Background: an optimization exercise with open tools, aiming at small area, a short achievable clock period and few clock cycles per item. Do not read the settings as production practice. RTL that was checked went through simulation tests only; none was proved equivalent to the original. No activity file was given, so power comes from the tool's default toggle rates.

## rgb_matrix_row_scan_controller
module rgb_matrix_row_scan_controller
#(
    parameter int COLUMNS   = rmrs_pkg::RMRS_COLUMNS,
    parameter int ROWS      = rmrs_pkg::RMRS_ROWS,
    parameter int CHANNELS  = rmrs_pkg::RMRS_CHANNELS,
    parameter int MSG_DEPTH = rmrs_pkg::RMRS_MSG_DEPTH
) (
    input  wire logic        i_clk,
    input  wire logic        i_rst_n,
    input  wire logic        start,
    input  rmrs_pkg::t_req             i_req,
    output logic             busy,
    input  wire logic        i_cfg_valid,
    output logic             o_cfg_ready,
    input  wire logic [11:0] i_cfg_data,
    output logic             o_res_strobe,
    output rmrs_pkg::t_res             o_res
);
    localparam int MB = rmrs_pkg::MSG_BLOCK;
    localparam int NB = 64 / MB;
    localparam int PW = $clog2(MB);
    localparam int BW = (NB > 1) ? $clog2(NB) : 1;
    localparam int NT = MB / 16;
    localparam int TW = (NT > 1) ? $clog2(NT) : 1;
    localparam logic [1:0] SC_IDLE  = 2'd0;
    localparam logic [1:0] SC_PREP  = 2'd1;
  ...
Size in the first run: ~3200 cells after synthesis, ~2200 flip-flops, ~0.053 sq mm of cells after synthesis.
clock: 7.0 ns
lec_check: 0
cap_margin: 20
core_margin: 2
core_utilization: 70
cts_buf_list: sky130_fd_sc_hd__clkbuf_16
cts_cluster_diameter: 90
cts_cluster_size: 27
setup_slack_margin: 4.5
slew_margin: 20
synth_memory_max_bits: 16384
run.sh (not shown) runs the stock make flow with config.mk's settings and CLKGATE_MAP_FILE= SYNTH_SCRIPT=/design/flow/synth_recipe.tcl, a recipe that flattens the netlist after the stock synthesis.
Testbench counts at the start, summed over its fixed seeds: cycles 92,859, requests 3,156.
Edit:
--- a/flow/design.v
+++ b/flow/design.v
@@ -103,39 +103,38 @@
     input  wire logic [11:0] i_cfg_data,
     output logic             o_res_strobe,
     output rmrs_pkg::t_res             o_res
 );
     localparam int MB = rmrs_pkg::MSG_BLOCK;
     localparam int NB = 64 / MB;
     localparam int PW = $clog2(MB);
     localparam int BW = (NB > 1) ? $clog2(NB) : 1;
     localparam int NT = MB / 16;
     localparam int TW = (NT > 1) ? $clog2(NT) : 1;
     localparam logic [1:0] SC_IDLE  = 2'd0;
-    localparam logic [1:0] SC_PREP  = 2'd1;
-    localparam logic [1:0] SC_WAIT  = 2'd3;
+    localparam logic [1:0] SC_WAIT  = 2'd1;
     localparam logic [1:0] SC_SHIFT = 2'd2;
     assign o_cfg_ready = 1'b1;
     logic          r_busy;
     logic [PW-1:0] r_phase;         
     logic          r_clear;         
     logic          ph_last;         
     logic [11:0]   r_bright;
     logic          r_wb_v;
     logic          r_wb_msg;
     logic [1:0]    r_wb_color;
     logic [5:0]    r_wb_addr;
     logic [7:0]    r_wb_val;
     logic [2:0][1:0]    r_sc_st;
-    logic [2:0][8:0]    r_sc_s;     
-    logic [2:0][6:0]    r_sc_l;     
+    logic [2:0][6:0]    r_sc_s;     
+    logic [2:0][4:0]    r_sc_l;     
     logic [2:0][15:0][7:0] r_fr;
     logic [2:0][3:0]    r_cn;
     logic          r_pv;
     logic          r_pfilled;
     logic [3:0]    r_fcnt;
     logic [2:0]    r_prow;
     logic          r_pblank;
     logic [11:0]   r_pbright;
     logic [47:0]   r_pbits;
     logic [46:0]   r_asr;
     logic [11:0]   r_abright;
@@ -251,56 +250,54 @@
         .i_clk    (i_clk),
         .i_we     (r_mwe),
         .i_wdata  (r_wb_val),
         .i_rblk   (rblk),
         .i_rtap   (rtap),
         .o_rdata  (rdata)
     );
     logic [2:0]          sc_go;
     logic [2:0]          sc_valid;
     logic [2:0][3:0]     sc_j0;
     logic [2:0][4:0]     sc_sum;
-    logic [2:0][4:0]     sc_hi;
-    logic [2:0][9:0]     sc_rem;
+    logic [6:0]          in_l;
+    logic [9:0]          in_rem;
+    logic [4:0]          in_hi;
+    assign in_l   = (i_req.msg_len[8:6] != 3'd0) ? 7'd80 : 7'(i_req.msg_len[5:0]) + 7'd16;
+    assign in_rem = 10'(in_l) - 10'(i_req.shift);
+    assign in_hi  = in_rem[9] ? 5'd0 : (in_rem > 10'd16) ? 5'd16 : 5'(in_rem);
     always_comb begin
         for (int c = 0; c < 3; c++) begin
             sc_j0[c]    = 4'(r_phase + 1'b1) - 4'(r_sc_s[c]);
             sc_go[c]    = (r_sc_st[c] == SC_WAIT) && !r_wb_v && ph_last;
             sc_sum[c]   = 5'(r_sc_s[c][3:0]) + 5'(r_cn[c]);
-            sc_valid[c] = (sc_sum[c][4] || (r_sc_s[c][8:4] != 5'd0)) && (5'(r_cn[c]) < r_sc_l[c][4:0]);
-            sc_rem[c]   = 10'(r_sc_l[c]) - 10'(r_sc_s[c]);
-            sc_hi[c]    = sc_rem[c][9] ? 5'd0 : (sc_rem[c] > 10'd16) ? 5'd16 : 5'(sc_rem[c]);
+            sc_valid[c] = (sc_sum[c][4] || r_sc_s[c][6]) && (5'(r_cn[c]) < r_sc_l[c]);
         end
     end
     always_ff @(posedge i_clk) begin
         for (int c = 0; c < 3; c++) begin
             if (!i_rst_n) begin
                 r_sc_st[c] <= SC_IDLE;
             end else if (acc && cmd == rmrs_pkg::CMD_SCROLL && i_req.color == 2'(c)) begin
-                r_sc_st[c] <= SC_PREP;
-            end else if (r_sc_st[c] == SC_PREP) begin
                 r_sc_st[c] <= SC_WAIT;
             end else if (sc_go[c]) begin
                 r_sc_st[c] <= SC_SHIFT;
             end else if (r_sc_st[c] == SC_SHIFT && ph_last) begin
                 r_sc_st[c] <= SC_IDLE;
             end
         end
     end
     always_ff @(posedge i_clk) begin
         for (int c = 0; c < 3; c++) begin
             if (r_sc_st[c] == SC_IDLE) begin
-                r_sc_s[c] <= i_req.shift;
-                r_sc_l[c] <= (i_req.msg_len[8:6] != 3'd0) ? 7'd80 : 7'(i_req.msg_len[5:0]) + 7'd16;
-            end else if (r_sc_st[c] == SC_PREP) begin
-                r_sc_l[c] <= 7'(sc_hi[c]);
+                r_sc_s[c] <= {(i_req.shift[8:4] != 5'd0), i_req.shift[5:0]};
+                r_sc_l[c] <= in_hi;
             end
         end
     end
     logic [2:0][7:0] fin;
     always_comb begin
         for (int c = 0; c < 3; c++) begin
             if (r_sc_st[c] == SC_SHIFT)  fin[c] = sc_valid[c] ? rdata[c] : 8'd0;
             else if (col_hit[c])         fin[c] = r_wb_val;
             else if (r_clear)            fin[c] = 8'd0;
             else                         fin[c] = r_fr[c][15];
         end
After rerunning:
- setup slack is worse by 0.35 ns
- non-clock buffer count came out lower by 7
- hold slack degrades by 0.012 ns
- power decreases by 0.41%
- combinational power shrinks by about 2%
- maximum frequency came out lower by 12%
- final cell count went down by 3.3%
- count of clock-buffer cells in the layout stays the same
- wire length went down by 2.0%
- cell area went down by 1.6%
- sequential power stays flat
For the second run of this note, only the layout was checked, not whether the RTL still works.

[port drivers added, routing unchanged]
Ports are ideal in the flow. The routed layouts listed here were re-timed in OpenROAD. Step 1 sets driving cells, clkbuf_16 on the clock port and buf_2 on the other inputs (assumed; they add their load-dependent delay and slew). Step 2, shift: input delay + t, output delay - t, t = (earliest + latest rising clock arrival at the registers) / 2. This alone moves slack from input paths to output paths. a / b / c = ideal / step 1 / step 2; a / b = the first two.
run | t (ns) | slack for setup (ns) | worst hold slack (ns) | clock arrival spread, ns | pins driven straight from the clock port
the first run | 0.735 | 4.449 / 4.383 / 3.882 | 0.307 / 0.307 / 0.307 | 0.043 / 0.042 | 1
the second run | 0.729 | 4.099 / 4.124 / 3.395 | 0.295 / 0.295 / 0.295 | 0.049 / 0.050 | 1
After both steps every run listed still meets setup and hold. For the second run, which loses most, drivers alone change the setup slack by +0.025 ns; drivers and shift together by -0.704 ns.
